What follows belongs to an exercise in optimizing a design on an open flow for small area and a short achievable clock period; a production flow would make more cautious choices. No run shown here included a check of the RTL's function; only the layout flow was run. Power is estimated from default activity; no workload was simulated.

==> design/flow/design.v <==
module trace_capture_buf #(
  parameter  int DATA_W = 32,
  parameter  int DEPTH  = 64,
  localparam int ADDR_W = $clog2(DEPTH)
) (
  input  logic              clk,
  input  logic              rst,
  input  logic              arm,
  input  logic [ADDR_W:0]   post_cnt,
  input  logic              sample_en,
  input  logic [DATA_W-1:0] sample_data,
  input  logic              trig,
  output logic [1:0]        state,
  output logic [ADDR_W:0]   count,
  output logic              wrapped,
  output logic              rd_valid,
  output logic [DATA_W-1:0] rd_data,
  output logic              rd_last,
  input  logic              rd_ready
);
  localparam logic [1:0] S_IDLE = 2'd0;
  localparam logic [1:0] S_PRE  = 2'd1;
  localparam logic [1:0] S_POST = 2'd2;
  localparam logic [1:0] S_DUMP = 2'd3;
  localparam logic [ADDR_W:0] DEPTH_C = (ADDR_W+1)'(DEPTH);
  localparam logic [ADDR_W:0] ONE_C   = (ADDR_W+1)'(1);
  localparam int LO_W = 8;               
  localparam int HI_W = DEPTH / LO_W;    
  logic [1:0]          state_q;
  logic [ADDR_W-1:0]   wr_ptr_q;    
  logic [ADDR_W:0]     count_q;
  logic                wrapped_q;
  logic [ADDR_W:0]     win_q;       
  logic [LO_W-1:0]     rlo_q;       
  logic [HI_W-1:0]     rhi_q;       
  logic                byp_q;       
  logic                rd_valid_q;
  logic [DATA_W-1:0]   rd_data_q;
  logic                rd_last_q;
  logic                we_q;        
  logic [DATA_W-1:0]   wd_q;
  logic [DATA_W-1:0]   mem_q [DEPTH];
  wire capt  = (state_q == S_PRE) || (state_q == S_POST);
  wire smp   = capt && sample_en;
  wire full  = (count_q == DEPTH_C);
  wire win1  = (win_q == ONE_C);
  wire trg   = (state_q == S_PRE) ? trig : 1'b1;    
  wire dump  = (state_q == S_DUMP);
  wire more  = !(rd_valid_q && rd_last_q);
  wire adv   = dump && (!rd_valid_q || rd_ready);
  wire ld    = adv && more;
  wire enter = smp && trg && win1;
  wire [ADDR_W:0] post_clamp = (post_cnt == '0)     ? ONE_C :
                               (post_cnt > DEPTH_C) ? DEPTH_C : post_cnt;
  wire [ADDR_W-1:0] start = (count_q >= DEPTH_C - ONE_C) ? wr_ptr_q + 1'b1 : '0;
  wire [ADDR_W-1:0] newest = wr_ptr_q - 1'b1;
  logic [DATA_W-1:0] grp [HI_W];
  logic [DATA_W-1:0] rd_mux;
  always_comb begin
    for (int g = 0; g < HI_W; g++) begin
      grp[g] = '0;
      for (int j = 0; j < LO_W; j++)
        grp[g] = grp[g] | (mem_q[g*LO_W+j] & {DATA_W{rlo_q[j]}});
    end
    rd_mux = byp_q ? wd_q : '0;
    for (int g = 0; g < HI_W; g++)
      rd_mux = rd_mux | (grp[g] & {DATA_W{rhi_q[g]}});
  end
  wire is_last = byp_q || ((rlo_q & (LO_W'(1) << newest[2:0])) != '0 &&
                           (rhi_q & (HI_W'(1) << newest[5:3])) != '0);
  always_ff @(posedge clk) begin
    if (rst) begin
      state_q    <= S_IDLE;
      count_q    <= '0;
      wrapped_q  <= 1'b0;
      rd_valid_q <= 1'b0;
      we_q       <= 1'b0;
    end else begin
      we_q <= smp;
      case (state_q)
        S_IDLE: if (arm) begin
          state_q   <= S_PRE;
          count_q   <= '0;
          wrapped_q <= 1'b0;
        end
        S_PRE, S_POST: if (sample_en) begin
          if (full) wrapped_q <= 1'b1;
          else      count_q   <= count_q + ONE_C;
          if (trg) state_q <= win1 ? S_DUMP : S_POST;
        end
        default: if (adv) begin
          rd_valid_q <= more;
          if (!more) state_q <= S_IDLE;
        end
      endcase
    end
  end
  always_ff @(posedge clk) begin
    wd_q <= sample_data;
    if (state_q == S_IDLE && arm) begin
      wr_ptr_q <= '0;
      win_q    <= post_clamp;
    end
    if (smp) begin
      wr_ptr_q <= wr_ptr_q + 1'b1;
      if (trg) win_q <= win_q - ONE_C;
    end
    if (enter) begin
      byp_q <= (count_q == '0);
      rlo_q <= (count_q == '0) ? '0 : LO_W'(1) << start[2:0];
      rhi_q <= (count_q == '0) ? '0 : HI_W'(1) << start[5:3];
    end
    if (ld) begin
      rd_data_q <= rd_mux;
      rd_last_q <= is_last;
      rlo_q     <= {rlo_q[LO_W-2:0], rlo_q[LO_W-1]};
      if (rlo_q[LO_W-1]) rhi_q <= {rhi_q[HI_W-2:0], rhi_q[HI_W-1]};
    end
  end
  always_ff @(posedge clk) begin
    for (int i = 0; i < DEPTH; i++)
      if (we_q && wr_ptr_q == ADDR_W'(i + 1))
        mem_q[i] <= wd_q;
  end
  assign state    = state_q;
  assign count    = count_q;
  assign wrapped  = wrapped_q;
  assign rd_valid = rd_valid_q;
  assign rd_data  = rd_data_q;
  assign rd_last  = rd_last_q;
endmodule
==> design/flow/run.sh <==
#!/bin/bash
# synth_recipe.tcl (not shown) runs the flow's synth.tcl, then flattens the netlist and writes it again
# the make line also repeats each setting of config.mk as NAME=value (left out here)
make -C /OpenROAD-flow-scripts/flow DESIGN_CONFIG=/design/flow/config.mk WORK_HOME=/design/flow/orfs CLKGATE_MAP_FILE= SYNTH_SCRIPT=/design/flow/synth_recipe.tcl finish
==> design/flow/config.mk <==
export PLATFORM = sky130hd
export DESIGN_NAME = trace_capture_buf
export DESIGN_NICKNAME = trace_capture_buf
export VERILOG_FILES = /design/flow/design.v
export SDC_FILE = /design/flow/constraint.sdc
export NUM_CORES = 4
export LEC_CHECK = 0
export CAP_MARGIN = 20
export CORE_MARGIN = 2
export CORE_UTILIZATION = 40
export SETUP_SLACK_MARGIN = 2.3
export SLEW_MARGIN = 20
==> design/flow/constraint.sdc <==
create_clock -name core_clock -period 4.5 [get_ports {clk}]
set_input_delay 0.9000 -clock core_clock [delete_from_list [all_inputs] [get_ports {clk}]]
set_output_delay 0.9000 -clock core_clock [all_outputs]
set_load 0.01 [all_outputs]
==> out/qor.txt, run 1 <==
Clk Latency, worst-skew pair: 860 ps
WS Path Type: register to register
Clock Pin Slew Worst Setup and Hold Paths: 70 ps
yosys warns: 3
Placer Congestion: 0.8401
First-pass DRT Iterations: 6
WHS Path Cells: 1
htree depth: 4
Num Clock Sinks: 2155
worst setup margin: 1688 ps
Arr. time, crit path: 3410 ps
MaxCap Viol Count: 0
number of vias in the routed layout: 46639
R2R Setup Slk: 1690 ps
PD cells: 476.5 nW/um^2
initial core utilization: 40.30%
Die ar.: 197800 um^2
Rows: 161
Synth Area per Inst: 18.37 um^2
Post-route DRC: 0
I/O Buffers: 88
worst clock skew: 43.87 ps
reg2reg end: rd_data_q[9]$_DFFE_PP_
cell taking the most area after synthesis: edfxtp_1
DRT iter0 DRCs: 6737
outcome: complete, no violations
peak supply drop: 0.4372 mV
RSZ-0062 raised after global routing: true
IO Count: 89
Vias per Instance: 6.324
Post-Syn Instances: 4229
Area Growth Syn to Fin: 21.36%
setup tns final: 0 ps
Hold-fix buffers, CTS: 0
GR Overflow Total: 0
Crit Path Max Fanout: 33
Hold Crit Class: input pin to register
final instance area: 94300 um^2
Place WS: 1105 ps
die span in x: 444.7 um
Tot GR Track Use: 24.24%
min-delay src: sample_data[2]
Yosys cell types: 56
Tmin final: 2812 ps
DR WL/cell: 33.91 um
CTS tree: built
Die Height: 444.7 um
slowest stage delay, CP: 980 ps
CP max stage cell: a222oi_1
Critical Path Source Type: register
vias in the first global route: 44407
first-pass GRT wire length: 342400 um
DP Area: 83250 um^2
worst slew pin tran: 1241 ps
final wirelength: 250100 um
antenna violations before repair: 12
Reg2Reg Launch Point: rlo_q[4]$_DFFE_PP_
nets: 4735
clk buf depth: 3
Max Freq: 355.6 MHz
CTS root buffer: clkbuf_16
endpoints failing setup: 0
Leakage: 0.03007 uW
CTS Buf Count: 202
endpoints failing hold: 0
# fillers: 15442
Slew Viols, Final: 0
top post-synthesis cells by area: edfxtp_1, a22oi_1, nand4_1
Post-synth EDFFs: 2096
Tot Pwr: 44940 uW
largest net degree at the start of global routing: 83
most common cell in the netlist: edfxtp_1
slew margin rel.: 17.24%
share of post-route cells with drive strength above 1: 22.15%
Core Region: 192800 um^2
Synth Flop Type: edfxtp_1
Post-synth top cells: edfxtp_1, a22oi_1, nand4_1, clkbuf_1, nor2_1
net count after synthesis: 4287
crit share post-route: 62.49%
ys async rst share: 0%
Seq cells post-synth: 2155
FF-to-FF path depth: 7
Mapped Area: 77700 um^2
Hold EP: wd_q[2]$_DFF_P_
DP HPWL: 130000 um
Yosys top cell area share: 81.00%
worst path cell trace: buf_4, buf_12, a22oi_1, nand4_1, a222oi_1, and3_1, nand2_1
sequential cell area: 64210 um^2
crit end category: register
Seq/Total Area, Yosys: 82.52%
area of the multi-input gates: 13870 um^2
final hold slack: 486.9 ps
Final ANT Viol Nets: 0
WP data required: 5090 ps
## layout make-up
type / instances / area share, %
diodes: 4 / 0.01062
clock inverters: 117 / 1.056
well taps: 2526 / 3.352
inverters: 16 / 0.06767
repair buffers: 531 / 7.030
clock buffers: 255 / 5.682
multi-input cells: 1771 / 14.71
flip-flops and latches: 2155 / 68.09
## power by group
part / leakage, uW / switching [uW] / total [uW] / internal [uW]
Combinational: 0.00766 / 3580 / 5420 / 1840
Sequential: 0.0193 / 625 / 23000 / 22300
Clock: 0.00310 / 7420 / 16600 / 9140
Total: 0.0301 / 11600 / 44900 / 33300
## logic make-up after synthesis
logic type / share of synthesized area (%)
xor+xnor: 0.1353
mux: 0.02737
fa+ha+maj: 0.2093
buf+inv: 1.498
compound gates: 12.01
simple gates: 3.594
flops: 82.52
## sequential cells by signal, summed over array words and instances, names as in the netlist
| name | count |
|---|---|
| win_q | 7 |
| rd_last_q | 1 |
| wd_q | 32 |
| wrapped_q | 1 |
| count_q | 7 |
| rlo_q | 8 |
| we_q | 1 |
| rhi_q | 8 |
| wr_ptr_q | 6 |
| rd_data_q | 32 |
| state_q | 2 |
| rd_valid_q | 1 |
| mem_q | 2048 |
| byp_q | 1 |
## critical path, delay by kind of cell, from the launching register on
kind | cells | cell delay, ps
compound gates | 2 | 1170
simple gates | 3 | 570
buf+inv | 2 | 430
flops | 1 | 360
## placed cells by master (no fill, tap or decap), types with 46 or more instances in the layout
cell	netlist	routed
a22oi_1	1123	1008
nor2_4	0	64
edfxtp_1	2096	2096
a22oi_2	0	115
buf_12	0	85
clkbuf_1	253	46
clkbuf_16	0	223
buf_4	0	235
buf_6	1	63
nand4_1	257	257
## how the worst max path moves through the flow
stage	startpoint	to	slack [ps]	depth (start not counted)
floorplan	wr_ptr_q[1]$_SDFFCE_PN0P_	mem_q[30][0]$_DFFE_PP_	1980	4
global placement	sample_en	rhi_q[7]$_DFF_P_	1100	6
detailed placement	sample_en	rhi_q[7]$_DFF_P_	1110	6
CTS	rlo_q[7]$_DFFE_PP_	rd_data_q[9]$_DFFE_PP_	1840	7
global route	rlo_q[2]$_DFFE_PP_	rd_data_q[9]$_DFFE_PP_	1730	8
finish	rlo_q[4]$_DFFE_PP_	rd_data_q[9]$_DFFE_PP_	1690	7
## what timing repair did
item                                    CTS  global route
setup endpoints to repair              2134           904
buffers inserted                        138            55
gates cloned                             23            19
gates resized for setup                 464           170
pin swaps                               116           112
endpoints found under the hold margin     0             0
## through the flow
stage | util [%] | std cells
2_1_floorplan | - | 4229
3_3_place_gp | 43.17 | 6763
3_5_place_dp | 43.18 | 6764
4_1_cts | 48.00 | 7297
5_1_grt | 48.91 | 7371
6_report | 48.91 | 7375
## per-layer routing
layer | share of wire, % | vias up | global-route usage (%)
met5 | 0.014 | - | 0
li1 | - | 18845 | -
met2 | 48 | 2861 | 39.11
met1 | 38 | 24428 | 32.66
met4 | 4.5 | 6 | 9.999
met3 | 9.8 | 499 | 4.136
==> run 2, diff against run 1 <==
--- a/design/flow/config.mk
+++ b/design/flow/config.mk
@@ -9,4 +9,5 @@
 export CORE_MARGIN = 2
-export CORE_UTILIZATION = 40
+export CORE_UTILIZATION = 65
 export SETUP_SLACK_MARGIN = 2.3
 export SLEW_MARGIN = 20
+export TNS_END_PERCENT = 10
==> run 2 against run 1 <==
Compared with the run above: still clean on timing, DRC and antenna; sequential share of layout area increased by 0.93 points; clock power barely moved; utilization rose by 30 points; clock skew down 20 ps; critical path type unchanged; critical endpoint is now rd_data_q[15]$_DFFE_PP_; largest power group unchanged.
==> out/qor.txt, run 2 <==
outcome: complete, no violations
largest net degree at the start of global routing: 104 (+25%)
most common cell in the netlist: edfxtp_1
Seq/Total Area, Yosys: 82.52% (unchanged)
Sw Share: 26.32% (+0.45 points)
I/O Buffers: 88 (unchanged)
Leakage: 0.03017 uW (+0.33%)
nets: 4773 (+0.80%)
Core Region: 118200 um^2 (-39%)
worst clock skew: 24.17 ps (-19.69 ps)
top post-synthesis cells by area: edfxtp_1, a22oi_1, nand4_1
met2 Track Usage GR: 61.18% (+22 points)
Post-synth EDFFs: 2096 (unchanged)
min-delay src: sample_data[8]
Max Freq: 320.6 MHz (-9.8%)
PD cells: 489.8 nW/um^2 (+2.8%)
crit end category: register
Reg power frac: 50.6% (-0.5 points)
slew margin rel.: 17.51% (+0.27 points)
Rows: 126 (-22%)
reg2reg end: rd_data_q[15]$_DFFE_PP_
GRT met3 Usage: 13.62% (+9.5 points)
Crit Path Max Fanout: 42 (+27%)
crit share post-route: 69.31% (+6.8 points)
Die ar.: 122300 um^2 (-38%)
Final ANT Viol Nets: 0 (unchanged)
DRT iter0 DRCs: 8536 (+27%)
final wirelength: 256900 um (+2.7%)
MaxCap Viol Count: 0 (unchanged)
Tmin final: 3119 ps (+306.9 ps)
clock group share of total power: 36.6% (-0.3 points)
Yosys top cell area share: 81.00% (unchanged)
WS Path Type: register to register
worst slew pin tran: 1237 ps (-4.078 ps)
Die Height: 349.7 um (-21%)
htree depth: 4 (unchanged)
FF-to-FF path depth: 6 (-1)
Synth Flop Type: edfxtp_1
GR Overflow Total: 0 (unchanged)
number of vias in the routed layout: 48396 (+3.8%)
Slew Viols, Final: 0 (unchanged)
Hold Crit Class: input pin to register
largest reg by FF count: mem_q
worst path cell trace: buf_12, a22oi_2, nand4_1, a222oi_1, and3_4, nand2_1
setup tns final: 0 ps (unchanged)
Post-synth top cells: edfxtp_1, a22oi_1, nand4_1, clkbuf_1, nor2_1
Vias per Instance: 7.516 (+19%)
Synth Area per Inst: 18.37 um^2 (unchanged)
CP max stage cell: a222oi_1
Seq cells post-synth: 2155 (unchanged)
max FFs per register: 2048 (unchanged)
Hold-fix buffers, CTS: 0 (unchanged)
Tot GR Track Use: 41.65% (+17 points)
DP HPWL: 133600 um (+2.8%)
CP Depth: 6 (-1)
Top Registers: mem_q: 2048 flops, rd_data_q: 32 flops, wd_q: 32 flops
IO Count: 89 (unchanged)
Hold EP: wd_q[8]$_DFF_P_
switching pwr: 12000 uW (+3.2%)
Critical Path Source Type: register
Arr. time, crit path: 3690 ps (+280 ps)
CTS root buffer: clkbuf_16
cell taking the most area after synthesis: edfxtp_1
clk buf depth: 3 (unchanged)
RSZ-0062 raised after global routing: true
antenna violations before repair: 28 (+16)
first-pass GRT wire length: 348700 um (+1.8%)
combinational share of power: 12.8% (+0.7 points)
yosys warns: 3 (unchanged)
initial core utilization: 65.71% (+25 points)
WP data required: 5080 ps (about the same)
gr busiest metal: met2
endpoints failing hold: 0 (unchanged)
die span in x: 349.7 um (-21%)
P_int: 33580 uW (+0.79%)
Mapped Area: 77700 um^2 (unchanged)
Area Growth Syn to Fin: 19.74%
ys async rst share: 0% (unchanged)
Placer Congestion: 0.9436 (+12%)
net count after synthesis: 4287 (unchanged)
CP top delay family: compound AO/OA/AOI/OAI gates
CTS Buf Count: 202 (unchanged)
Yosys cell types: 56 (unchanged)
First-pass DRT Iterations: 7 (+1)
slowest stage delay, CP: 1010 ps (+30 ps)
Post-Syn Instances: 4229 (unchanged)
share of post-route cells with drive strength above 1: 22.19% (+0.048 points)
DR WL/cell: 39.90 um (+18%)
Num Clock Sinks: 2155 (unchanged)
WHS Path Cells: 1 (unchanged)
Clock Pin Slew Worst Setup and Hold Paths: 60 ps (about the same)
CTS tree: built
Post-route DRC: 0 (unchanged)
vias in the first global route: 45090 (+1.5%)
met1 Use GR: 56.26% (+24 points)
buffer and inverter count on the worst path: 1 (-1)
DP Cell Count: 5776 (-15%)
endpoints failing setup: 0 (unchanged)
most common cell after layout, fill and taps aside: edfxtp_1
final std cells w/o fill: 6439 (-13%)
most frequent cells in the layout: edfxtp_1, a22oi_1, buf_4, nand4_1, clkbuf_16
# fillers: 6307 (-59%)
Reg2Reg Launch Point: rlo_q[7]$_DFFE_PP_
peak supply drop: 0.4138 mV (-5.4%)
R2R Setup Slk: 1380 ps (-310 ps)
Clk Latency, worst-skew pair: 840 ps (-20 ps)
## run 2: layout make-up
type,count,area (um^2),share of cell area (%)
Multi-Input combinational cell,1779,13870,14.91
Clock buffer,270,5523,5.936
Tap cell,1536,1922,2.066
Antenna cell,10,25.02,0.02690
Clock inverter,112,898.4,0.9656
Sequential cell,2155,64210,69.02
Timing Repair Buffer,561,6524,7.012
Inverter,16,60.06,0.06455
## run 2: kinds of logic (layout without fill, tap and decap cells)
logic type	count (synthesis)	after routing	share of synthesized area (%)
buf+inv	303	959	1.498
compound gates	1234	1234	12.01
simple gates	510	518	3.594
mux	2	2	0.02737
other cells	0	10	0
fa+ha+maj	13	13	0.2093
flops	2155	2155	82.52
xor+xnor	12	12	0.1353
## run 2: repair_timing
action / 4_1_cts / 5_1_grt
pin swaps: 117 / 124
cloned: 35 / 11
setup endpoints to repair: 2154 / 1849
gates resized for setup: 223 / 246
endpoints found under the hold margin: 0 / 0
setup buffers: 150 / 74
## run 2: worst max-delay path by stage
stage / startpoint / end / slack (ps)
final: rlo_q[7]$_DFFE_PP_ / rd_data_q[15]$_DFFE_PP_ / 1380
after global routing: rlo_q[2]$_DFFE_PP_ / rd_data_q[15]$_DFFE_PP_ / 1420
after CTS: rlo_q[0]$_DFFE_PP_ / rd_data_q[21]$_DFFE_PP_ / 1660
after detailed placement: rlo_q[5]$_DFFE_PP_ / rd_data_q[21]$_DFFE_PP_ / 870
after global placement: rlo_q[5]$_DFFE_PP_ / rd_data_q[23]$_DFFE_PP_ / 840
after floorplan: wr_ptr_q[1]$_SDFFCE_PN0P_ / mem_q[30][0]$_DFFE_PP_ / 1980
## run 2: power by group through the flow
stage               Combinational, uW  Sequential [uW]  Clock (uW)
global route                     5840            23000       17400
floorplan                        2250            23000           0
CTS                              5180            23000       16600
global placement                 4490            23500           0
finish                           5820            23100       16700
detailed placement               4540            23500           0
## run 2: stage by stage
stage	total power [uW]	area, um^2	utilization [%]	setup WS [ps]	hold WS (ps)
4_1_cts	44820	91490	77.38	1655	454.6
3_3_place_gp	27950	81890	69.26	839.4	474.3
2_1_floorplan	25250	77950	-	1984	456.4
6_report	45570	93030	78.68	1381	499.9
3_5_place_dp	27990	81920	69.28	869.7	487.3
5_1_grt	46270	93010	78.66	1422	480.1
## run 2: routing by layer
| layer | vias up | wire length [um] |
|---|---|---|
| li1 | 18947 | - |
| met1 | 24458 | 86910 |
| met2 | 4179 | 114900 |
| met3 | 792 | 39210 |
| met4 | 20 | 15690 |
| met5 | - | 143 |

[what the ideal ports hide]
No port has a modelled driver above. Below, the same layouts with a new extraction and two added sets of constraints.
Step 1: set_driving_cell puts a clkbuf_16 on clk and a buf_2 on each other input, an assumption about the parent block.
Step 2 moves the port delays by t, midway between the first and last clock arrival at a register: inputs arrive t later, outputs are due t later. That takes back most of the time a late clock gives input paths.
Three values: ideal, step 1, step 2; two values: the first two.
run | shift t [ns] | setup WS [ns] | clock arrival spread, ns | worst slew at a driven data input, ns
run 1 | 0.924 | 1.688 / 1.688 / 1.480 | 0.044 / 0.044 | 0.08
run 2 | 0.909 | 1.381 / 1.381 / 1.381 | 0.027 / 0.027 | 0.05
After both steps every run listed still meets setup and hold. For run 1, which loses most, drivers alone change the setup slack by 0.000 ns; drivers and shift together by -0.208 ns.
